This is an optimization exercise on Yosys and OpenROAD, whose aim is small area, not a production implementation. Only simulation tests tie the RTL to the original design; equivalence was not proved. Power and IR drop assume default switching activity.

==> flow/design.v, too long to show whole: its modules and the start of the top module <==
// module pipeDelay: 24 lines
// module spriteAddrGen: 2089 lines
// module tileAddrGen: 50 lines
// module battleBackdrop: 8 lines
// module pixelCompositor: 32 lines
// module colorMapperTop: 63 lines
module colorMapperTop (
    input  logic       clk,
    input  logic       arstN,
    input  logic       pixelValid,
    input  colorMapperPkg::coordT      drawX,
    input  colorMapperPkg::coordT      drawY,
    input  colorMapperPkg::coordT      playerX,
    input  colorMapperPkg::coordT      playerY,
    input  logic [3:0] playerInput,
    input  logic       startWildBattle,
    input  logic [2:0] wildIndex,
    output colorMapperPkg::memAddrT    spriteAddr,
    output colorMapperPkg::memAddrT    tileAddr,
    input  colorMapperPkg::rgb12T      spriteData,
    input  colorMapperPkg::rgb12T      tileData,
    output logic       rgbValid,
    output colorMapperPkg::chanT       red,
    output colorMapperPkg::chanT       green,
    output colorMapperPkg::chanT       blue
);
  // ...
==> flow/flow/run.sh <==
#!/bin/bash
# Layout flow: the standard synthesis, then
#  - the logic between the registers re-optimised for area (reopt.sh; the
#    registers keep their names and cell types),
#  - the ORFS layout with buf_1 port buffers, logic cells sized down to their
#    smallest drive before the placement repair, and no dummy clock loads.
# Each step's output goes to its own log in this folder.
set -euo pipefail
WORK="$(pwd)"
FLOWDIR="$(cd "$(dirname "${BASH_SOURCE[0]}")" && pwd)"
RES="$WORK/orfs/results/$FLOW_PLATFORM/colorMapperTop/base"
bash standard.sh synth > synth.log 2>&1
# The platform library without the cells it marks don't-use
python3 "$FLOWDIR/filterlib.py" "$FLOW_HOME/platforms/sky130hd/lib/sky130_fd_sc_hd__tt_025C_1v80.lib" "$WORK/reopt.lib" > filterlib.log 2>&1
cp "$RES/1_2_yosys.v" "$WORK/1_2_yosys.standard.v"
bash "$FLOWDIR/reopt.sh" "$WORK/1_2_yosys.standard.v" "$WORK/reopt.lib" "$WORK/reopt" > reopt.log 2>&1
cp "$WORK/reopt/best.v" "$RES/1_2_yosys.v"
rm -f "$RES/1_synth.odb" "$RES/1_synth.sdc"
bash standard.sh synth > synth_odb.log 2>&1
export BUFFER_PORTS_ARGS="-buffer_cell sky130_fd_sc_hd__buf_1"
export PRE_RESIZE_TCL="$FLOWDIR/downsize.tcl"
# One tie cell for each constant level instead of one per constant output
export SKIP_REPAIR_TIE_FANOUT=1
export CTS_ARGS="-sink_clustering_enable -repair_clock_nets -dont_use_dummy_load"
bash standard.sh floorplan > floorplan.log 2>&1
bash standard.sh place > place.log 2>&1
bash standard.sh cts > cts.log 2>&1
bash standard.sh route > route.log 2>&1
bash standard.sh finish > finish.log 2>&1
==> flow/flow/cellmodels.py <==
# Verilog models of the platform cells a netlist uses, read from the liberty
# file: combinational cells as assigns of their function, sequential cells as
# empty black boxes (so they stay as they are).
import re, sys
lib_path, net_path, comb_out, seq_out = sys.argv[1:5]
lib = open(lib_path).read()
net = open(net_path).read()
used = sorted(set(re.findall(r'^\s*(sky130_fd_sc_hd__\w+)\s', net, re.M)))

def expr(f):
    f = f.replace('!', '~').replace('+', '|').replace('*', '&')
    f = re.sub(r'\)\s*\(', ')&(', f)
    f = re.sub(r'([A-Za-z0-9_\)])\s+(?=[A-Za-z~\(])', r'\1&', f)
    return f

comb, seq = [], []
for c in used:
    key = f'cell ("{c}")'
    i = lib.index(key)
    j = lib.find('\n    cell (', i + 10)
    body = lib[i:j if j > 0 else len(lib)]
    ins, outs, cur = [], [], None
    for line in body.split('\n'):
        m = re.match(r'\s*pin \("(\w+)"\)', line)
        if m:
            cur = [m.group(1), None]
            continue
        m = re.match(r'\s*direction : "(\w+)"', line)
        if m and cur:
            cur[1] = m.group(1)
            if cur[1] == 'input':
                ins.append(cur[0])
            elif cur[1] == 'output':
                outs.append([cur[0], None])
            continue
        m = re.match(r'\s*function : "([^"]*)"', line)
        if m and cur and cur[1] == 'output' and outs and outs[-1][0] == cur[0] and outs[-1][1] is None:
            outs[-1][1] = m.group(1)
    ports = ', '.join([f'input {p}' for p in ins] + [f'output {p}' for p, _ in outs])
    sequential = re.search(r'\b(ff|latch|statetable)\s*\(', body) or not outs or any(f is None for _, f in outs)
    if sequential:
        seq.append(f'(* blackbox *)\nmodule {c}({ports});\nendmodule')
    else:
        assigns = '\n'.join(f'  assign {p} = {expr(f)};' for p, f in outs)
        comb.append(f'module {c}({ports});\n{assigns}\nendmodule')
open(comb_out, 'w').write('\n'.join(comb) + '\n')
open(seq_out, 'w').write('\n'.join(seq) + '\n')
==> flow/flow/downsize.tcl <==
# Size every logic cell down to the smallest drive strength of its own
# function; repair_design, which runs next, sizes up whatever then needs it.
set db [ord::get_db]
set block [ord::get_db_block]
set skip {^sky130_fd_sc_hd__(tapvpwrvgnd|fill|decap|conb|df|sdf|edf|dl|clk|lpflow|probe)}
set n 0
foreach inst [$block getInsts] {
  set master [$inst getMaster]
  set name [$master getName]
  if {[regexp $skip $name]} { continue }
  if {![regexp {^(.*)_([0-9]+)$} $name -> base drive]} { continue }
  set best $master
  foreach d {0 1 2} {
    set cand [$db findMaster "${base}_$d"]
    if {$cand ne "NULL" && $cand ne "" && [$cand getWidth] < [$best getWidth]} {
      set best $cand
    }
  }
  if {$best ne $master} {
    replace_cell [$inst getName] [$best getName]
    incr n
  }
}
puts "downsize: resized $n instances"
==> flow/flow/filterlib.py <==
# Copy a liberty file without the cells the platform marks don't-use
import re, sys
src, dst = sys.argv[1], sys.argv[2]
text = open(src).read()
parts = re.split(r'(?m)^(?=    cell \()', text)
keep = [parts[0]]
for p in parts[1:]:
    m = re.match(r'    cell \("?(\w+)"?\)', p)
    if m and re.search(r'lpflow|probe', m.group(1)):
        # keep the library's closing brace if it sits at the end of this part
        if p.rstrip().endswith('}') and parts[-1] is p:
            keep.append('}\n')
        continue
    keep.append(p)
open(dst, 'w').write(''.join(keep))
==> flow/flow/reopt.sh <==
#!/bin/bash
# Re-map the combinational logic of the synthesised netlist for area.
# The registers (and every other sequential cell) are kept as they are, with
# their names and cell types; the logic between them is flattened into gates,
# optimised with ABC (several scripts in parallel) and mapped to the platform's
# cells again. The smallest result replaces the netlist.
# usage: reopt.sh NETLIST LIB OUTDIR
set -euo pipefail
NET=$1; LIB=$2; OUT=$3
FLOWDIR="$(cd "$(dirname "${BASH_SOURCE[0]}")" && pwd)"
YOSYS=${YOSYS_EXE:-$FLOW_HOME/../tools/install/yosys/bin/yosys}
mkdir -p "$OUT"
python3 "$FLOWDIR/cellmodels.py" "$LIB" "$NET" "$OUT/comb_cells.v" "$OUT/seq_cells.v"
scripts=(
  "strash; &get -n; &deepsyn -T 200 -S 1; &put; dch -f; amap; topo"
  "strash; dc2; &get -n; &deepsyn -T 200 -S 2; &put; dch -f; amap; topo"
  "strash; &get -n; &deepsyn -T 200 -S 3; &put; &get -n; &dch; &nf -a -R 1000; &put; topo"
  "strash; dc2; &get -n; &deepsyn -T 200 -S 4; &put; dch; amap; topo"
  "strash; &get -n; &deepsyn -T 200 -S 5; &put; dch -f; amap; topo"
  "strash; dc2; &get -n; &deepsyn -T 200 -S 6; &put; dch -f; amap; topo"
  "strash; &get -n; &deepsyn -T 200 -S 7; &put; dch; amap; topo"
  "strash; dc2; &get -n; &deepsyn -T 200 -S 8; &put; &get -n; &dch; &nf -a -R 1000; &put; topo"
)
echo "strash; dch; map -a; topo" > "$OUT/comp.abc"
pids=()
for k in "${!scripts[@]}"; do
  echo "${scripts[$k]}" > "$OUT/s$k.abc"
  echo "strash; &get -n; &deepsyn -T 60 -S $((k + 20)); &put; dch -f; amap; topo" > "$OUT/t$k.abc"
  cat > "$OUT/s$k.ys" <<EOT
read_verilog -lib $OUT/seq_cells.v
read_verilog $OUT/comb_cells.v
read_verilog $NET
hierarchy -top $FLOW_TOP
flatten
techmap
opt -fast
opt_clean
# The colour stage and the tile index are separate cones: map each on its own
select -set comp c:*pixelCompositor.red* c:*pixelCompositor.green* c:*pixelCompositor.blue* %ci*:-sky130_fd_sc_hd__dfxtp_1[Q]:-sky130_fd_sc_hd__dfrtp_1[Q] t:sky130_fd_sc_hd__df* %d
select -set tile c:*tileAddrGen.tileAddr* %ci*:-sky130_fd_sc_hd__dfxtp_1[Q]:-sky130_fd_sc_hd__dfrtp_1[Q] t:sky130_fd_sc_hd__df* %d
abc -script $OUT/comp.abc -liberty $LIB @comp
abc -script $OUT/t$k.abc -liberty $LIB @tile
abc -script $OUT/s$k.abc -liberty $LIB
opt_clean -purge
hilomap -singleton -hicell sky130_fd_sc_hd__conb_1 HI -locell sky130_fd_sc_hd__conb_1 LO
insbuf -buf sky130_fd_sc_hd__buf_4 A X
splitnets
opt_clean -purge
tee -o $OUT/s$k.stat stat -liberty $LIB
write_verilog -noattr -noexpr -nohex -nodec $OUT/s$k.v
EOT
  "$YOSYS" -s "$OUT/s$k.ys" > "$OUT/s$k.log" 2>&1 &
  pids+=($!)
  if (( ${#pids[@]} % 4 == 0 )); then wait || true; fi
done
best=""; bestArea=""
wait || true
for k in "${!scripts[@]}"; do
  if grep -q "Chip area for module" "$OUT/s$k.stat" 2>/dev/null && [[ -s "$OUT/s$k.v" ]]; then
    a=$(grep -o "Chip area for module.*" "$OUT/s$k.stat" | grep -o "[0-9.]*$" | tail -1)
    echo "script $k: area $a"
    if [[ -z "$best" ]] || awk "BEGIN{exit !($a < $bestArea)}"; then best=$k; bestArea=$a; fi
  else
    echo "script $k: failed"
  fi
done
[[ -n "$best" ]] || { echo "no result"; exit 1; }
echo "best: script $best, area $bestArea"
cp "$OUT/s$best.v" "$OUT/best.v"
==> flow/standard.sh <==
#!/bin/bash
# synth_recipe.tcl (not shown) runs the flow's synth.tcl, then flattens the netlist and writes it again
# the make line also repeats each setting of config.mk as NAME=value (left out here)
make -C /OpenROAD-flow-scripts/flow DESIGN_CONFIG=/design/flow/config.mk WORK_HOME=/design/flow/orfs CLKGATE_MAP_FILE= SYNTH_SCRIPT=/design/flow/synth_recipe.tcl "${@:-finish}"
==> flow/config.mk <==
export PLATFORM = sky130hd
export DESIGN_NAME = colorMapperTop
export DESIGN_NICKNAME = colorMapperTop
export VERILOG_FILES = /design/flow/design.v
export SDC_FILE = /design/flow/constraint.sdc
export NUM_CORES = 4
export LEC_CHECK = 0
export ABC_AREA = 1
export CAP_MARGIN = 20
export CORE_MARGIN = 2
export CORE_UTILIZATION = 50
export SLEW_MARGIN = 20
==> flow/constraint.sdc <==
create_clock -name core_clock -period 20.0 [get_ports {clk}]
set_input_delay 4.0000 -clock core_clock [delete_from_list [all_inputs] [get_ports {clk}]]
set_output_delay 4.0000 -clock core_clock [all_outputs]
set_load 0.01 [all_outputs]
==> summary.txt, run 1 <==
Mapped cell area - 3050 um^2
R2R Setup Slk - 18.23 ns
Fin crit share - 0.518
Status - complete, no violations
Hold path endpoint - litM
Fin. max-slew vios - 0
Met2 Use GR - 0.403
Pre-CTS WS - 9.56 ns
Reg2reg end - i_pixelCompositor.red[2]
Area grow syn2layout - 18.7%
Final core utilization - 0.611
Global routing's busiest layer - met2
DR iter-0 viols - 195
Placed cell count - 648
First-pass DRT Iterations - 5
Die width - 82.1 um
CP Capture Type - flip-flop
Register share of the cell area - 0.292
Total clock network power - 54.3 uW
Highest Signal Layer - met4
TAP cells - 75
Ports - 124
Gr ovfl total - 0
Max reg flops - 16
Clock root cell - clkbuf_8
Syn nets - 534
CP dominant cell by count - nor2_1
R2r startpoint - hitM
Seq cells - 52
==> module tileAddrGen, before the edit <==
module tileAddrGen (
    input  logic    clk,
    input  colorMapperPkg::coordT   drawX,
    input  colorMapperPkg::coordT   drawY,
    output colorMapperPkg::memAddrT tileAddr
);
    logic [4:0]  col;
    logic [4:0]  row;
    logic [4:0]  block;          
    assign col = drawX[9:5];
    assign row = drawY[9:5];
    logic leftCol, rightCol, topRow, bottomRow, sideCol, grassArea;
    assign leftCol   = col == 5'd0;
    assign rightCol  = col[4] & (col[3] | col[2] | (col[1] & col[0]));    
    assign topRow    = row == 5'd0;
    assign bottomRow = row[4] | (row[3] & row[2] & row[1]);               
    assign sideCol   = leftCol | rightCol;
    assign grassArea = !sideCol && !topRow && !bottomRow;
    logic [1:0] rowMod3, m;
    logic       k, mNZ;
    assign rowMod3 = 2'(row % 3);
    assign m   = sideCol ? rowMod3 : (topRow ? 2'd2 : 2'd0);
    assign k   = sideCol ? rightCol : col[0];
    assign mNZ = m[1] | m[0];
    function automatic logic signed [2:0] digit(input logic c, input logic r);
        digit = c ? -3'sd1 : (r ? 3'sd1 : 3'sd0);
    endfunction
    logic signed [4:0] sum;
    logic [2:0]  grass;          
    assign sum = 5'sd2 * (5'(digit(col[0], row[0])) - 5'(digit(col[2], row[2])) - (col[4] ? 5'sd1 : 5'sd0))
               + 5'(digit(col[3], row[3])) - 5'(digit(col[1], row[1]));
    always_comb begin
        case (sum)
            -5'sd10, -5'sd5, 5'sd0, 5'sd5:  grass = 3'd3;
            -5'sd9, -5'sd4, 5'sd1, 5'sd6:   grass = 3'd4;
            -5'sd8, -5'sd3, 5'sd2:          grass = 3'd5;
            -5'sd7, -5'sd2, 5'sd3:          grass = 3'd6;
            default:                        grass = 3'd7;
        endcase
    end
    assign block[4] = grassArea;
    assign block[3] = grassArea | (k & mNZ);
    assign block[2] = grassArea ? grass[2] : (!k | !mNZ);
    assign block[1] = grassArea ? grass[1] : (k ? !mNZ : m[1]);
    assign block[0] = grassArea ? grass[0] : (k ^ m[0]);
    always_ff @(posedge clk) begin
        tileAddr[14:0] <= {block, drawY[4:0], drawX[4:0]};
    end
    assign tileAddr[17:15] = 3'b001;
endmodule
==> module colorMapperTop, before the edit <==
module colorMapperTop (
    input  logic       clk,
    input  logic       arstN,
    input  logic       pixelValid,
    input  colorMapperPkg::coordT      drawX,
    input  colorMapperPkg::coordT      drawY,
    input  colorMapperPkg::coordT      playerX,
    input  colorMapperPkg::coordT      playerY,
    input  logic [3:0] playerInput,
    input  logic       startWildBattle,
    input  logic [2:0] wildIndex,
    output colorMapperPkg::memAddrT    spriteAddr,
    output colorMapperPkg::memAddrT    tileAddr,
    input  colorMapperPkg::rgb12T      spriteData,
    input  colorMapperPkg::rgb12T      tileData,
    output logic       rgbValid,
    output colorMapperPkg::chanT       red,
    output colorMapperPkg::chanT       green,
    output colorMapperPkg::chanT       blue
);
    logic       spriteHit;
    logic       inCircle;
    logic       inFrame;
    logic       litQ, loQ;           
    logic       litM, loM, hitM;     
    logic       validQ, validM;
    spriteAddrGen i_spriteAddrGen (
        .clk(clk), .arstN(arstN),
        .drawX(drawX), .drawY(drawY), .playerX(playerX), .playerY(playerY),
        .playerInput(playerInput), .startWildBattle(startWildBattle),
        .wildIndex(wildIndex), .spriteAddr(spriteAddr), .spriteHit(spriteHit),
        .inCircle(inCircle)
    );
    tileAddrGen i_tileAddrGen (
        .clk(clk), .drawX(drawX), .drawY(drawY), .tileAddr(tileAddr)
    );
    battleBackdrop i_battleBackdrop (
        .drawX(drawX), .drawY(drawY), .inFrame(inFrame)
    );
    always_ff @(posedge clk) begin
        litQ <= startWildBattle & inFrame;
        loQ  <= !startWildBattle | (inFrame & !inCircle);
        litM <= litQ;
        loM  <= loQ;
        hitM <= spriteHit;
    end
    always_ff @(posedge clk or negedge arstN) begin
        if (!arstN) begin
            validQ   <= 1'b0;
            validM   <= 1'b0;
            rgbValid <= 1'b0;
        end else begin
            validQ   <= pixelValid;
            validM   <= validQ;
            rgbValid <= validM;
        end
    end
    pixelCompositor i_pixelCompositor (
        .clk(clk), .spriteHit(hitM), .lit(litM), .lo(loM),
        .spriteData(spriteData), .tileData(tileData),
        .red(red), .green(green), .blue(blue)
    );
endmodule
==> run 2, diff against run 1 <==
--- a/flow/design.v
+++ b/flow/design.v
@@ -45,17 +45,17 @@
     input  logic       arstN,
     input  colorMapperPkg::coordT      drawX,
     input  colorMapperPkg::coordT      drawY,
     input  colorMapperPkg::coordT      playerX,
     input  colorMapperPkg::coordT      playerY,
     input  logic [3:0] playerInput,
     input  logic       startWildBattle,
     input  logic [2:0] wildIndex,
-    output colorMapperPkg::memAddrT    spriteAddr,
+    output logic [14:0] spriteLow,     
     output logic       spriteHit,
     output logic       inCircle
 );
     localparam int Half = 64 / 2;
     logic        enemySide;      
     logic [9:0]  originX;
     logic [9:0]  originY;
     logic [10:0] dx;             
@@ -80,20 +80,19 @@
         if (startWildBattle) begin
             nextAddr = {1'b0, enemySide ? wildIndex : 3'd0, !dy[5], dy[4:0], !dx[5], dx[4:0]};
         end else begin
             nextAddr = {1'b1, 3'd0, frame, dy[4:0], dx[4:0]};
         end
         if (!hit) nextAddr = '0;
     end
     always_ff @(posedge clk) begin
-        spriteAddr[15:0] <= nextAddr;
-        spriteHit        <= hit;
+        spriteLow <= nextAddr[14:0];
+        spriteHit <= hit;
     end
-    assign spriteAddr[17:16] = 2'b00;
     logic       negX, negY;
     logic [5:0] orX, orY;        
     logic [5:0] magX, magY;      
     logic       nearX, nearY;
     logic       inDisc;
     assign negX = dx[10];
     assign negY = dy[10];
     always_comb begin
@@ -2172,20 +2171,24 @@
             default:                        grass = 3'd7;
         endcase
     end
     assign block[4] = grassArea;
     assign block[3] = grassArea | (k & mNZ);
     assign block[2] = grassArea ? grass[2] : (!k | !mNZ);
     assign block[1] = grassArea ? grass[1] : (k ? !mNZ : m[1]);
     assign block[0] = grassArea ? grass[0] : (k ^ m[0]);
+    logic       grassQ;
+    logic [2:0] blockLowQ;
     always_ff @(posedge clk) begin
-        tileAddr[14:0] <= {block, drawY[4:0], drawX[4:0]};
+        grassQ         <= block[4];
+        blockLowQ      <= block[2:0];
+        tileAddr[9:0]  <= {drawY[4:0], drawX[4:0]};
     end
-    assign tileAddr[17:15] = 3'b001;
+    assign tileAddr[17:10] = {3'b001, grassQ, grassQ | !blockLowQ[2], blockLowQ};
 endmodule
 `default_nettype wire
 `timescale 1ns/1ps
 `default_nettype none
 module battleBackdrop (
     input  colorMapperPkg::coordT drawX,
     input  colorMapperPkg::coordT drawY,
     output logic inFrame
@@ -2247,41 +2250,43 @@
     input  colorMapperPkg::rgb12T      spriteData,
     input  colorMapperPkg::rgb12T      tileData,
     output logic       rgbValid,
     output colorMapperPkg::chanT       red,
     output colorMapperPkg::chanT       green,
     output colorMapperPkg::chanT       blue
 );
     logic       spriteHit;
+    logic [14:0] spriteLow;
     logic       inCircle;
     logic       inFrame;
     logic       litQ, loQ;           
     logic       litM, loM, hitM;     
     logic       validQ, validM;
     spriteAddrGen i_spriteAddrGen (
         .clk(clk), .arstN(arstN),
         .drawX(drawX), .drawY(drawY), .playerX(playerX), .playerY(playerY),
         .playerInput(playerInput), .startWildBattle(startWildBattle),
-        .wildIndex(wildIndex), .spriteAddr(spriteAddr), .spriteHit(spriteHit),
+        .wildIndex(wildIndex), .spriteLow(spriteLow), .spriteHit(spriteHit),
         .inCircle(inCircle)
     );
     tileAddrGen i_tileAddrGen (
         .clk(clk), .drawX(drawX), .drawY(drawY), .tileAddr(tileAddr)
     );
     battleBackdrop i_battleBackdrop (
         .drawX(drawX), .drawY(drawY), .inFrame(inFrame)
     );
     always_ff @(posedge clk) begin
         litQ <= startWildBattle & inFrame;
         loQ  <= !startWildBattle | (inFrame & !inCircle);
         litM <= litQ;
         loM  <= loQ;
         hitM <= spriteHit;
     end
+    assign spriteAddr = {2'b00, spriteHit & !litQ, spriteLow};
     always_ff @(posedge clk or negedge arstN) begin
         if (!arstN) begin
             validQ   <= 1'b0;
             validM   <= 1'b0;
             rgbValid <= 1'b0;
         end else begin
             validQ   <= pixelValid;
             validM   <= validQ;
--- a/flow/flow/reopt.sh
+++ b/flow/flow/reopt.sh
@@ -15,36 +15,33 @@
   "strash; &get -n; &deepsyn -T 200 -S 1; &put; dch -f; amap; topo"
   "strash; dc2; &get -n; &deepsyn -T 200 -S 2; &put; dch -f; amap; topo"
   "strash; &get -n; &deepsyn -T 200 -S 3; &put; &get -n; &dch; &nf -a -R 1000; &put; topo"
   "strash; dc2; &get -n; &deepsyn -T 200 -S 4; &put; dch; amap; topo"
   "strash; &get -n; &deepsyn -T 200 -S 5; &put; dch -f; amap; topo"
   "strash; dc2; &get -n; &deepsyn -T 200 -S 6; &put; dch -f; amap; topo"
   "strash; &get -n; &deepsyn -T 200 -S 7; &put; dch; amap; topo"
   "strash; dc2; &get -n; &deepsyn -T 200 -S 8; &put; &get -n; &dch; &nf -a -R 1000; &put; topo"
+  "strash; &get -n; &deepsyn -T 200 -S 9; &put; dch -f; amap; topo"
+  "strash; dc2; &get -n; &deepsyn -T 200 -S 10; &put; dch -f; amap; topo"
+  "strash; &get -n; &deepsyn -T 200 -S 11; &put; dch; map -a; topo"
+  "strash; dc2; dch -f; amap; topo"
 )
-echo "strash; dch; map -a; topo" > "$OUT/comp.abc"
 pids=()
 for k in "${!scripts[@]}"; do
   echo "${scripts[$k]}" > "$OUT/s$k.abc"
-  echo "strash; &get -n; &deepsyn -T 60 -S $((k + 20)); &put; dch -f; amap; topo" > "$OUT/t$k.abc"
   cat > "$OUT/s$k.ys" <<EOT
 read_verilog -lib $OUT/seq_cells.v
 read_verilog $OUT/comb_cells.v
 read_verilog $NET
 hierarchy -top $FLOW_TOP
 flatten
 techmap
 opt -fast
 opt_clean
-# The colour stage and the tile index are separate cones: map each on its own
-select -set comp c:*pixelCompositor.red* c:*pixelCompositor.green* c:*pixelCompositor.blue* %ci*:-sky130_fd_sc_hd__dfxtp_1[Q]:-sky130_fd_sc_hd__dfrtp_1[Q] t:sky130_fd_sc_hd__df* %d
-select -set tile c:*tileAddrGen.tileAddr* %ci*:-sky130_fd_sc_hd__dfxtp_1[Q]:-sky130_fd_sc_hd__dfrtp_1[Q] t:sky130_fd_sc_hd__df* %d
-abc -script $OUT/comp.abc -liberty $LIB @comp
-abc -script $OUT/t$k.abc -liberty $LIB @tile
 abc -script $OUT/s$k.abc -liberty $LIB
 opt_clean -purge
 hilomap -singleton -hicell sky130_fd_sc_hd__conb_1 HI -locell sky130_fd_sc_hd__conb_1 LO
 insbuf -buf sky130_fd_sc_hd__buf_4 A X
 splitnets
 opt_clean -purge
 tee -o $OUT/s$k.stat stat -liberty $LIB
 write_verilog -noattr -noexpr -nohex -nodec $OUT/s$k.v
==> summary.txt, run 2 <==
R2R Setup Slk - 18.42 ns (+0.19 ns)
Post-DP HPWL - 7110 um
Largest net degree at the start of global routing - 19
Clock root cell - clkbuf_8
Setup skew after layout - 0.0243 ns
Post-Synthesis Cells - 414
Slew headroom - 0.453
Vias in the first global route - 3158
Clk slew on worst S/H paths - 0.10 ns
Status - complete, no violations
Mapped cell area - 2900 um^2 (-5.0%)
HP Start - litQ
Placed cell count - 597 (-7.9%)
Die ar. - 6420 um^2
Worst-skew pair later-pin latency - 0.31 ns
Layout cells sized above 1 - 0.00943
Worst-case reg-to-reg path depth - 5
CTS Buf Count - 5
GRT Total Usage - 0.278
Tightest Pin Transition - 0.812 ns
Gr ovfl total - 0 (unchanged)
Final worst slack - 10.09 ns
Fin. max-slew vios - 0 (unchanged)
Achievable clock frequency - 101 MHz
Top Registers - i_spriteAddrGen.spriteLow (15), i_tileAddrGen.tileAddr (10)
Routed vias - 3427
Core Region - 5540 um^2
P per Cell Area - 68.5 nW/um^2
Leak Pwr - 0.00121 uW
Residual DRC - 0
Post-CTS Resized - 0
Reg2reg end - i_pixelCompositor.red[1]
CTS Hold Bufs - 0
Initial antenna violation count - 0
Fin. Hold Viols - 0
Worst setup SP type - input pin
Diode count - 0
Initial Util - 0.523
Synthesized area per cell - 7.00 um^2
DR iter-0 viols - 320 (+64%)
Fin Setup TNS - 0 ns
CTS Buffer Depth - 2
R2r startpoint - hitM
Most flops, register - i_spriteAddrGen.spriteLow
RSZ-0062 raised after global routing - no
Critical Path Max Stage Delay - 0.53 ns
Min-Delay Path Depth - 0
Critical path arrival - 10.07 ns
Hold path endpoint - litM
H-tree depth - 2
Worst endpoint required time - 20.16 ns
Max reg flops - 15 (-1)
Row cnt - 27
Fin crit share - 0.495 (-0.0221)
Post-CTS Repair Setup Buffers - 0
Max Cap Viol - 0
CTS tree - done
First-pass DRT Iterations - 5 (unchanged)
Die width - 80.1 um (-2.4%)
Finished Cell Area - 3450 um^2
Path type of the worst min-delay path - reg -> reg
Non-filler cells, final - 602
CP dominant cell by count - o21ai_0
Final setup viols - 0
Minimum clock period - 9.91 ns
Commonest non-fill, non-tap cells in the layout - buf_1, nor2_1, clkinv_1
# fillers - 562
Via/cell ratio - 5.69
Max IR drop VDD - 0.0000354 V
Layout net count - 607
WL per Instance - 14.7 um
Pre-CTS WS - 9.97 ns (+0.413 ns)
Ys Warns - 5
First-pass GRT wire length - 14200 um
Clock sink count - 50
Final hold slack - 0.332 ns
Post-route ant nets - 0
Syn nets - 489 (-8.4%)
CP Class - in -> reg
Port Buffer Count - 118
Post-DP Area - 3380 um^2
Total wire length - 8860 um
Slowest cell on the critical path - o21ai_0
Crit-path max FO - 15
Gp weighted congestion - 0.935
Area grow syn2layout - 19.0%
Ports - 124 (unchanged)
Die Ht - 80.1 um
CP Capture Type - flip-flop
Most common cell after layout, fill and taps aside - buf_1
run 2: layout make-up:
class | count | area, um^2 | share of cell area
Multi-Input combinational cell | 308 | 1650 | 0.477
Tap cell | 72 | 90.1 | 0.0261
Sequential cell | 50 | 1020 | 0.295
Timing Repair Buffer | 118 | 443 | 0.128
Clock buffer | 5 | 68.8 | 0.0200
Inverter | 49 | 184 | 0.0534
run 2: how the worst max path moves through the flow:
| stage | cells after the start | startpoint | end |
|---|---|---|---|
| after detailed placement | 32 | startWildBattle | loQ |
| after floorplan | 31 | startWildBattle | loQ |
| final | 32 | startWildBattle | loQ |
| after global placement | 32 | startWildBattle | loQ |
| after CTS | 32 | startWildBattle | loQ |
| after global routing | 32 | startWildBattle | loQ |
run 2: metrics by stage:
step                      power [uW]   util
after detailed placement         184  0.610
after global routing             250  0.622
after CTS                        236  0.622
after global placement           183  0.610
after floorplan                  160      -
final                            236  0.622
run 2: critical path: cells and delay by family:
| kind | cells | cell delay [ns] |
|---|---|---|
| buffers and inverters | 5 | 1.32 |
| AO/OA/AOI/OAI | 14 | 3.15 |
| AND/OR/NAND/NOR | 13 | 1.61 |
run 2: power breakdown:
part	switching (uW)	total, uW	leakage [uW]	internal (uW)
Sequential	1.62	107	0.000423	105
Combinational	49.9	75.9	0.000755	25.9
Clock	30.6	53.3	0.0000359	22.6
Total	82.2	236	0.00121	154
run 2: metal layers:
metal  track usage  vias up  wire [um]
li1              -     1716          -
met1         0.331     1562       3780
met2         0.506      128       4320
met3        0.0461       21        545
met4        0.0864        0        215
met5             0        -          0
==> run 3, diff against run 2 <==
--- a/flow/flow/reopt.sh
+++ b/flow/flow/reopt.sh
@@ -65,2 +65,49 @@
 echo "best: script $best, area $bestArea"
 cp "$OUT/s$best.v" "$OUT/best.v"
+
+# Refinement: map the best netlist again with other mappers, twice, keeping
+# whichever result is smallest
+remaps=(
+  "strash; &get -n; &dch; &nf -a -R 1000; &put; topo"
+  "strash; dch -f; amap; topo"
+  "strash; &get -n; &dch -f; &nf -a -R 1000; &put; topo"
+  "strash; dch; amap; topo"
+)
+for round in 1 2; do
+  python3 "$FLOWDIR/cellmodels.py" "$LIB" "$OUT/best.v" "$OUT/comb_cells_r$round.v" "$OUT/seq_cells_r$round.v"
+  for k in "${!remaps[@]}"; do
+    echo "${remaps[$k]}" > "$OUT/r${round}_$k.abc"
+    cat > "$OUT/r${round}_$k.ys" <<EOT
+read_verilog -lib $OUT/seq_cells_r$round.v
+read_verilog $OUT/comb_cells_r$round.v
+read_verilog $OUT/best.v
+hierarchy -top $FLOW_TOP
+flatten
+techmap
+opt -fast
+opt_clean
+abc -script $OUT/r${round}_$k.abc -liberty $LIB
+opt_clean -purge
+hilomap -singleton -hicell sky130_fd_sc_hd__conb_1 HI -locell sky130_fd_sc_hd__conb_1 LO
+insbuf -buf sky130_fd_sc_hd__buf_4 A X
+splitnets
+opt_clean -purge
+tee -o $OUT/r${round}_$k.stat stat -liberty $LIB
+write_verilog -noattr -noexpr -nohex -nodec $OUT/r${round}_$k.v
+EOT
+    "$YOSYS" -s "$OUT/r${round}_$k.ys" > "$OUT/r${round}_$k.log" 2>&1 &
+  done
+  wait || true
+  pick=""
+  for k in "${!remaps[@]}"; do
+    if grep -q "Chip area for module" "$OUT/r${round}_$k.stat" 2>/dev/null && [[ -s "$OUT/r${round}_$k.v" ]]; then
+      a=$(grep -o "Chip area for module.*" "$OUT/r${round}_$k.stat" | grep -o "[0-9.]*$" | tail -1)
+      echo "round $round remap $k: area $a"
+      if awk "BEGIN{exit !($a < $bestArea)}"; then pick=$k; bestArea=$a; fi
+    fi
+  done
+  [[ -n "$pick" ]] || break
+  echo "round $round: remap $pick, area $bestArea"
+  cp "$OUT/r${round}_$pick.v" "$OUT/best.v"
+done
+echo "final area $bestArea"
==> summary.txt, run 3 <==
Status - complete, no violations
Critical path buffers and inverters - 5 (unchanged)
Layout cells sized above 1 - 0.00943 (unchanged)
Net Sw Power - 82.2 uW (unchanged)
H-tree depth - 2 (unchanged)
Ys Warns - 5 (unchanged)
Total power - 236 uW (unchanged)
Clock Power Share - 0.226 (about the same)
Layout net count - 607 (unchanged)
Most common cell after layout, fill and taps aside - buf_1
Worst-skew pair later-pin latency - 0.31 ns (about the same)
Critical Path Max Stage Delay - 0.53 ns (about the same)
Max Cap Viol - 0 (unchanged)
R2r startpoint - hitM
Residual DRC - 0 (unchanged)
Slowest cell on the critical path - o21ai_0
Fin Setup TNS - 0 ns (unchanged)
Clock sink count - 50 (unchanged)
Achievable clock frequency - 101 MHz (unchanged)
Minimum clock period - 9.91 ns (unchanged)
Final setup viols - 0 (unchanged)
Via/cell ratio - 5.69 (unchanged)
Post-DP HPWL - 7110 um (unchanged)
Max IR drop VDD - 0.0000354 V (unchanged)
Routed vias - 3427 (unchanged)
CTS Buffer Depth - 2 (unchanged)
Gp weighted congestion - 0.935 (unchanged)
Row cnt - 27 (unchanged)
CTS tree - done
CTS Buf Count - 5 (unchanged)
Post-route ant nets - 0 (unchanged)
Initial antenna violation count - 0 (unchanged)
First-pass DRT Iterations - 5 (unchanged)
Die ar. - 6420 um^2 (unchanged)
Most flops, register - i_spriteAddrGen.spriteLow
Met2 Use GR - 0.506 (unchanged)
Clk slew on worst S/H paths - 0.10 ns (about the same)
Critical path arrival - 10.07 ns (about the same)
First-pass GRT wire length - 14200 um (unchanged)
HP Start - litQ
Fin. max-slew vios - 0 (unchanged)
Global routing's busiest layer - met2
Post-CTS Repair Setup Buffers - 0 (unchanged)
Fin. Hold Viols - 0 (unchanged)
CP Capture Type - flip-flop
R2R Setup Slk - 18.42 ns (about the same)
Path type of the worst min-delay path - reg -> reg
DR iter-0 viols - 320 (unchanged)
GRT Total Usage - 0.278 (unchanged)
Crit-path max FO - 15 (unchanged)
Max reg flops - 15 (unchanged)
Tightest Pin Transition - 0.812 ns (unchanged)
Reg2reg end - i_pixelCompositor.red[1]
Net Sw Frac - 0.348 (unchanged)
Setup skew after layout - 0.0243 ns (unchanged)
RSZ-0062 raised after global routing - no
Mapped cell area - 2900 um^2 (unchanged)
Die Ht - 80.1 um (unchanged)
Delay-heaviest family, CP - compound AO/OA/AOI/OAI gates
Post-Synthesis Cells - 414 (unchanged)
Share of power burned in registers - 0.453 (about the same)
Initial Util - 0.523 (unchanged)
Leak Pwr - 0.00121 uW (unchanged)
Worst endpoint required time - 20.16 ns (about the same)
Fin crit share - 0.495 (unchanged)
Diode count - 0 (unchanged)
CP dominant cell by count - o21ai_0
Area grow syn2layout - 19.0% (unchanged)
Port Buffer Count - 118 (unchanged)
Min-Delay Path Depth - 0 (unchanged)
Largest net degree at the start of global routing - 19 (unchanged)
WL per Instance - 14.7 um (unchanged)
Commonest non-fill, non-tap cells in the layout - buf_1, nor2_1, clkinv_1
Total wire length - 8860 um (unchanged)
P per Cell Area - 68.5 nW/um^2 (unchanged)
Hold path endpoint - litM
Met3 Track Usage GR - 0.0461 (unchanged)
# fillers - 562 (unchanged)
Top Registers - i_spriteAddrGen.spriteLow (15), i_tileAddrGen.tileAddr (10)
Internal power - 154 uW (unchanged)
Ports - 124 (unchanged)
Clock root cell - clkbuf_8
Worst setup SP type - input pin
Gr ovfl total - 0 (unchanged)
Post-CTS Resized - 0 (unchanged)
CP Class - in -> reg
Worst-case reg-to-reg path depth - 5 (unchanged)
Synthesized area per cell - 7.00 um^2 (unchanged)
Core Region - 5540 um^2 (unchanged)
Power share of the combinational group - 0.321 (about the same)
Slew headroom - 0.453 (unchanged)
Stages on the worst setup path - 32 (unchanged)
Syn nets - 489 (unchanged)
Vias in the first global route - 3158 (unchanged)
Die width - 80.1 um (unchanged)
M1 GR Usage - 0.331 (unchanged)
CTS Hold Bufs - 0 (unchanged)
[run 3: cell type report]
class | instances | area [um^2] | area share
Tap cell | 72 | 90.1 | 0.0261
Inverter | 49 | 184 | 0.0534
Multi-Input combinational cell | 308 | 1650 | 0.477
Timing Repair Buffer | 118 | 443 | 0.128
Sequential cell | 50 | 1020 | 0.295
Clock buffer | 5 | 68.8 | 0.0200
[run 3: worst max-delay path by stage]
stage,startpoint,end,slack [ns]
2_1_floorplan,startWildBattle,loQ,11.68
3_3_place_gp,startWildBattle,loQ,10.22
6_report,startWildBattle,loQ,10.09
5_1_grt,startWildBattle,loQ,9.43
3_5_place_dp,startWildBattle,loQ,9.97
4_1_cts,startWildBattle,loQ,10.23
[run 3: power by group through the flow]
stage                     logic (uW)  clock network (uW)  registers (uW)
after floorplan                 48.6                   0             112
after global placement          73.5                   0             109
after detailed placement        74.2                   0             109
after CTS                       74.6                53.8             107
after global routing            85.0                57.6             108
final                           75.9                53.3             107
[run 3: stage by stage]
step                      worst slack (ns)  hold slack [ns]  utilization  area (um^2)  instances
after detailed placement              9.97            0.340        0.610         3380        597
after floorplan                      11.68            0.310            -         2900        414
after global placement               10.22            0.325        0.610         3380        597
after CTS                            10.23            0.335        0.622         3450        602
after global routing                  9.43            0.338        0.622         3450        602
final                                10.09            0.332        0.622         3450        602
[run 3: worst reg2reg max path, delay by kind of cell, from the launching register on]
kind / cells / cell delay, ns
DFF: 1 / 0.33
and+or+nand+nor: 1 / 0.48
buffers and inverters: 1 / 0.11
AOI/OAI and AO/OA: 3 / 0.59
[run 3: per-layer routing]
layer	share of wire	vias to the layer above
met4	0.024	0
met1	0.43	1562
met3	0.062	21
li1	-	1716
met5	0	-
met2	0.49	128
==> run 4, diff against run 3 <==
==> flow/flow/reopt.sh (replaced) <==
#!/bin/bash
# Re-map the combinational logic of the synthesised netlist for area.
# The registers (and every other sequential cell) are kept as they are, with
# their names and cell types; the logic between them is flattened into gates,
# optimised with ABC (several scripts in parallel) and mapped to the platform's
# cells again. The smallest result replaces the netlist.
# usage: reopt.sh NETLIST LIB OUTDIR
set -euo pipefail
NET=$1; LIB=$2; OUT=$3
FLOWDIR="$(cd "$(dirname "${BASH_SOURCE[0]}")" && pwd)"
YOSYS=${YOSYS_EXE:-$FLOW_HOME/../tools/install/yosys/bin/yosys}
mkdir -p "$OUT"
python3 "$FLOWDIR/cellmodels.py" "$LIB" "$NET" "$OUT/comb_cells.v" "$OUT/seq_cells.v"
scripts=(
  "strash; &get -n; &deepsyn -T 300 -S 1; &put; dch; amap; topo"
  "strash; dc2; &get -n; &deepsyn -T 300 -S 2; &put; &get -n; &dch; &nf -a -R 1000; &put; topo"
  "strash; &get -n; &deepsyn -T 300 -S 3; &put; dch -f; amap; topo"
  "strash; dc2; &get -n; &deepsyn -T 300 -S 4; &put; dch -f; amap; topo"
  "strash; &get -n; &deepsyn -T 300 -S 5; &put; dch; amap; topo"
  "strash; dc2; &get -n; &deepsyn -T 300 -S 6; &put; &get -n; &dch; &nf -a -R 1000; &put; topo"
  "strash; &get -n; &deepsyn -T 300 -S 7; &put; dch -f; amap; topo"
  "strash; dc2; &get -n; &deepsyn -T 300 -S 8; &put; dch -f; amap; topo"
  "strash; &get -n; &deepsyn -T 300 -S 9; &put; dch; amap; topo"
  "strash; dc2; &get -n; &deepsyn -T 300 -S 10; &put; &get -n; &dch; &nf -a -R 1000; &put; topo"
  "strash; &get -n; &deepsyn -T 300 -S 11; &put; dch -f; amap; topo"
  "strash; dc2; &get -n; &deepsyn -T 300 -S 12; &put; dch -f; amap; topo"
  "strash; &get -n; &deepsyn -T 300 -S 13; &put; dch; amap; topo"
  "strash; dc2; &get -n; &deepsyn -T 300 -S 14; &put; &get -n; &dch; &nf -a -R 1000; &put; topo"
  "strash; &get -n; &deepsyn -T 300 -S 15; &put; dch -f; amap; topo"
  "strash; dc2; &get -n; &deepsyn -T 300 -S 16; &put; dch -f; amap; topo"
  "strash; &get -n; &deepsyn -T 300 -S 17; &put; dch; amap; topo"
  "strash; dc2; &get -n; &deepsyn -T 300 -S 18; &put; &get -n; &dch; &nf -a -R 1000; &put; topo"
  "strash; &get -n; &deepsyn -T 300 -S 19; &put; dch -f; amap; topo"
  "strash; dc2; dch -f; amap; topo"
)
pids=()
for k in "${!scripts[@]}"; do
  echo "${scripts[$k]}" > "$OUT/s$k.abc"
  cat > "$OUT/s$k.ys" <<EOT
read_verilog -lib $OUT/seq_cells.v
read_verilog $OUT/comb_cells.v
read_verilog $NET
hierarchy -top $FLOW_TOP
flatten
techmap
opt -fast
opt_clean
abc -script $OUT/s$k.abc -liberty $LIB
opt_clean -purge
hilomap -singleton -hicell sky130_fd_sc_hd__conb_1 HI -locell sky130_fd_sc_hd__conb_1 LO
insbuf -buf sky130_fd_sc_hd__buf_4 A X
splitnets
opt_clean -purge
tee -o $OUT/s$k.stat stat -liberty $LIB
write_verilog -noattr -noexpr -nohex -nodec $OUT/s$k.v
EOT
  "$YOSYS" -s "$OUT/s$k.ys" > "$OUT/s$k.log" 2>&1 &
  pids+=($!)
  if (( ${#pids[@]} % 4 == 0 )); then wait || true; fi
done
best=""; bestArea=""
wait || true
for k in "${!scripts[@]}"; do
  if grep -q "Chip area for module" "$OUT/s$k.stat" 2>/dev/null && [[ -s "$OUT/s$k.v" ]]; then
    a=$(grep -o "Chip area for module.*" "$OUT/s$k.stat" | grep -o "[0-9.]*$" | tail -1)
    echo "script $k: area $a"
    if [[ -z "$best" ]] || awk "BEGIN{exit !($a < $bestArea)}"; then best=$k; bestArea=$a; fi
  else
    echo "script $k: failed"
  fi
done
[[ -n "$best" ]] || { echo "no result"; exit 1; }
echo "best: script $best, area $bestArea"
cp "$OUT/s$best.v" "$OUT/best.v"
==> summary.txt, run 4 <==
Tightest Pin Transition - 0.795 ns (-0.0162 ns)
Gp weighted congestion - 0.938 (+0.41%)
Gr ovfl total - 0 (unchanged)
Die width - 80.1 um (about the same)
Initial Util - 0.523 (about the same)
# fillers - 540 (-3.9%)
R2R Setup Slk - 18.75 ns (+0.33 ns)
CTS Buffer Depth - 2 (unchanged)
Area grow syn2layout - 19.5%
Reg2reg end - i_pixelCompositor.blue[1]
WL per Instance - 13.2 um (-10%)
Top Registers - i_spriteAddrGen.spriteLow (15), i_tileAddrGen.tileAddr (10)
Ports - 124 (unchanged)
Die Ht - 80.1 um (about the same)
Layout cells sized above 1 - 0.0129 (+0.00343)
Most common cell after layout, fill and taps aside - buf_1
Fin Setup TNS - 0 ns (unchanged)
Max IR drop VDD - 0.0000351 V (-0.91%)
Ys Warns - 5 (unchanged)
Worst endpoint required time - 20.13 ns (-0.03 ns)
Row cnt - 27 (unchanged)
Slew headroom - 0.466 (+0.0130)
Achievable clock frequency - 122 MHz (+21%)
Post-CTS Repair Setup Buffers - 0 (unchanged)
Area of the multi-input gates - 1650 um^2 (about the same)
Total wire length - 8120 um (-8.4%)
Commonest non-fill, non-tap cells in the layout - buf_1, nor2_1, o21ai_0
Initial antenna violation count - 0 (unchanged)
Die ar. - 6420 um^2 (about the same)
Fin. Hold Viols - 0 (unchanged)
Minimum clock period - 8.20 ns (-1.71 ns)
Setup skew after layout - 0.0254 ns (+0.00116 ns)
Post-CTS Resized - 0 (unchanged)
CTS Hold Bufs - 0 (unchanged)
GRT Total Usage - 0.252 (-0.0257)
Status - complete, no violations
P per Cell Area - 64.8 nW/um^2 (-5.4%)
Synthesized area per cell - 6.79 um^2 (-3.0%)
Largest net degree at the start of global routing - 18 (-1)
Routed vias - 3371 (-1.6%)
Crit-path max FO - 12 (-3)
Worst setup SP type - input pin
Mapped cell area - 2900 um^2 (about the same)
Placed cell count - 611 (+2.3%)
CP Capture Type - flip-flop
Clk slew on worst S/H paths - 0.10 ns (about the same)
CTS tree - done
DR iter-0 viols - 232 (-28%)
First-pass GRT wire length - 13000 um (-8.2%)
Port Buffer Count - 118 (unchanged)
Residual DRC - 0 (unchanged)
Post-DP HPWL - 6520 um (-8.4%)
Leak Pwr - 0.00125 uW (+2.9%)
Finished Cell Area - 3460 um^2 (+0.47%)
Register area - 1020 um^2 (unchanged)
Core Region - 5540 um^2 (unchanged)
Hold path endpoint - litM
Max Cap Viol - 0 (unchanged)
Via/cell ratio - 5.47 (-3.9%)
Clock sink count - 50 (unchanged)
Non-filler cells, final - 616 (+2.3%)
Post-Synthesis Cells - 427 (+3.1%)
HP Start - litQ
Path type of the worst min-delay path - reg -> reg
Worst-case reg-to-reg path depth - 5 (unchanged)
CP Class - in -> reg
Post-DP Area - 3390 um^2 (+0.48%)
Syn nets - 502 (+2.7%)
CTS Buf Count - 5 (unchanged)
Post-route ant nets - 0 (unchanged)
Min-Delay Path Depth - 0 (unchanged)
H-tree depth - 2 (unchanged)
First-pass DRT Iterations - 5 (unchanged)
Clock root cell - clkbuf_8
Diode count - 0 (unchanged)
Fin. max-slew vios - 0 (unchanged)
Max reg flops - 15 (unchanged)
Critical path arrival - 8.34 ns (-1.73 ns)
Fin crit share - 0.410 (-0.0853)
Final setup viols - 0 (unchanged)
Most flops, register - i_spriteAddrGen.spriteLow
R2r startpoint - hitM
RSZ-0062 raised after global routing - no
Vias in the first global route - 2869 (-9.2%)
Layout net count - 621 (+2.3%)
Worst-skew pair later-pin latency - 0.30 ns (about the same)
run 4: critical path: stages:
cell	delay, ns
buf_1	0.40
clkinv_1	0.33
o22a_1	0.30
nand2_1	0.08
o21ai_0	0.11
nand2_1	0.10
o21ai_0	0.11
nand2_1	0.10
o21ai_0	0.10
nand2_1	0.15
clkinv_1	0.13
o31ai_1	0.49
clkinv_1	0.22
o21ai_0	0.15
nor2_1	0.07
a21oi_1	0.32
clkinv_1	0.16
a221oi_1	0.34
nor2_1	0.10
o221a_1	0.21
nor4_1	0.24
o21ai_0	0.11
run 4: per-layer routing:
layer	GRT usage	up-vias	wire [um]
li1	-	1722	-
met1	0.339	1512	3700
met2	0.420	128	3780
met3	0.0427	9	557
met4	0.0610	0	91
met5	0	-	0
run 4: power breakdown:
group / internal [uW] / switching (uW) / leakage [uW]
Combinational: 23.4 / 42.6 / 0.000790
Clock: 22.6 / 29.3 / 0.0000359
Sequential: 105 / 1.41 / 0.000423
run 4: worst max path at each step:
stage	end	cells after the start	start
2_1_floorplan	loQ	23	playerX[0]
3_3_place_gp	loQ	23	drawX[0]
3_5_place_dp	i_spriteAddrGen.spriteLow[0]	20	drawX[0]
4_1_cts	loQ	23	drawX[0]
5_1_grt	loQ	22	startWildBattle
6_report	loQ	22	startWildBattle
run 4: cell type report:
type	count	share of cell area
Sequential cell	50	0.293
Inverter	51	0.0553
Multi-Input combinational cell	319	0.475
Tap cell	72	0.0260
Clock buffer	5	0.0199
Timing Repair Buffer	119	0.130
run 4: per-stage QoR:
step	util	hold slack (ns)	setup WS, ns	total power, uW
finish	0.625	0.326	11.80	225
detailed placement	0.613	0.314	11.58	174
floorplan	-	0.310	12.54	154
global route	0.625	0.334	11.17	240
CTS	0.625	0.330	11.90	226
global placement	0.611	0.329	11.87	173

-- port drivers added, routing unchanged --
In the flow no input, the clock included, has a driving cell. The finished layouts below were timed again as built, in two steps. Step 1 (the two cells are an assumption about what drives the block):
set clk [get_ports {clk}]
set_driving_cell -lib_cell sky130_fd_sc_hd__clkbuf_16 $clk
set_driving_cell -lib_cell sky130_fd_sc_hd__buf_2 [delete_from_list [all_inputs] $clk]
Step 2 also shifts input and output timing later by t, the mid clock arrival at the registers, as if the neighbouring blocks saw the same clock. a / b / c = no drivers / after step 1 / after step 2; a / b = the first two.
run	t (ns)	setup slack, ns	worst hold slack (ns)	worst data-port slew with drivers (ns)
run 1	0.323	9.648 / 9.654 / 9.331	0.333 / 0.333 / 0.333	0.04
run 2	0.329	10.091 / 10.097 / 9.769	0.332 / 0.332 / 0.332	0.04
run 3	0.329	10.091 / 10.097 / 9.769	0.332 / 0.332 / 0.332	0.04
run 4	0.321	11.797 / 11.800 / 11.479	0.326 / 0.326 / 0.326	0.05
After both steps every run listed still meets setup and hold.
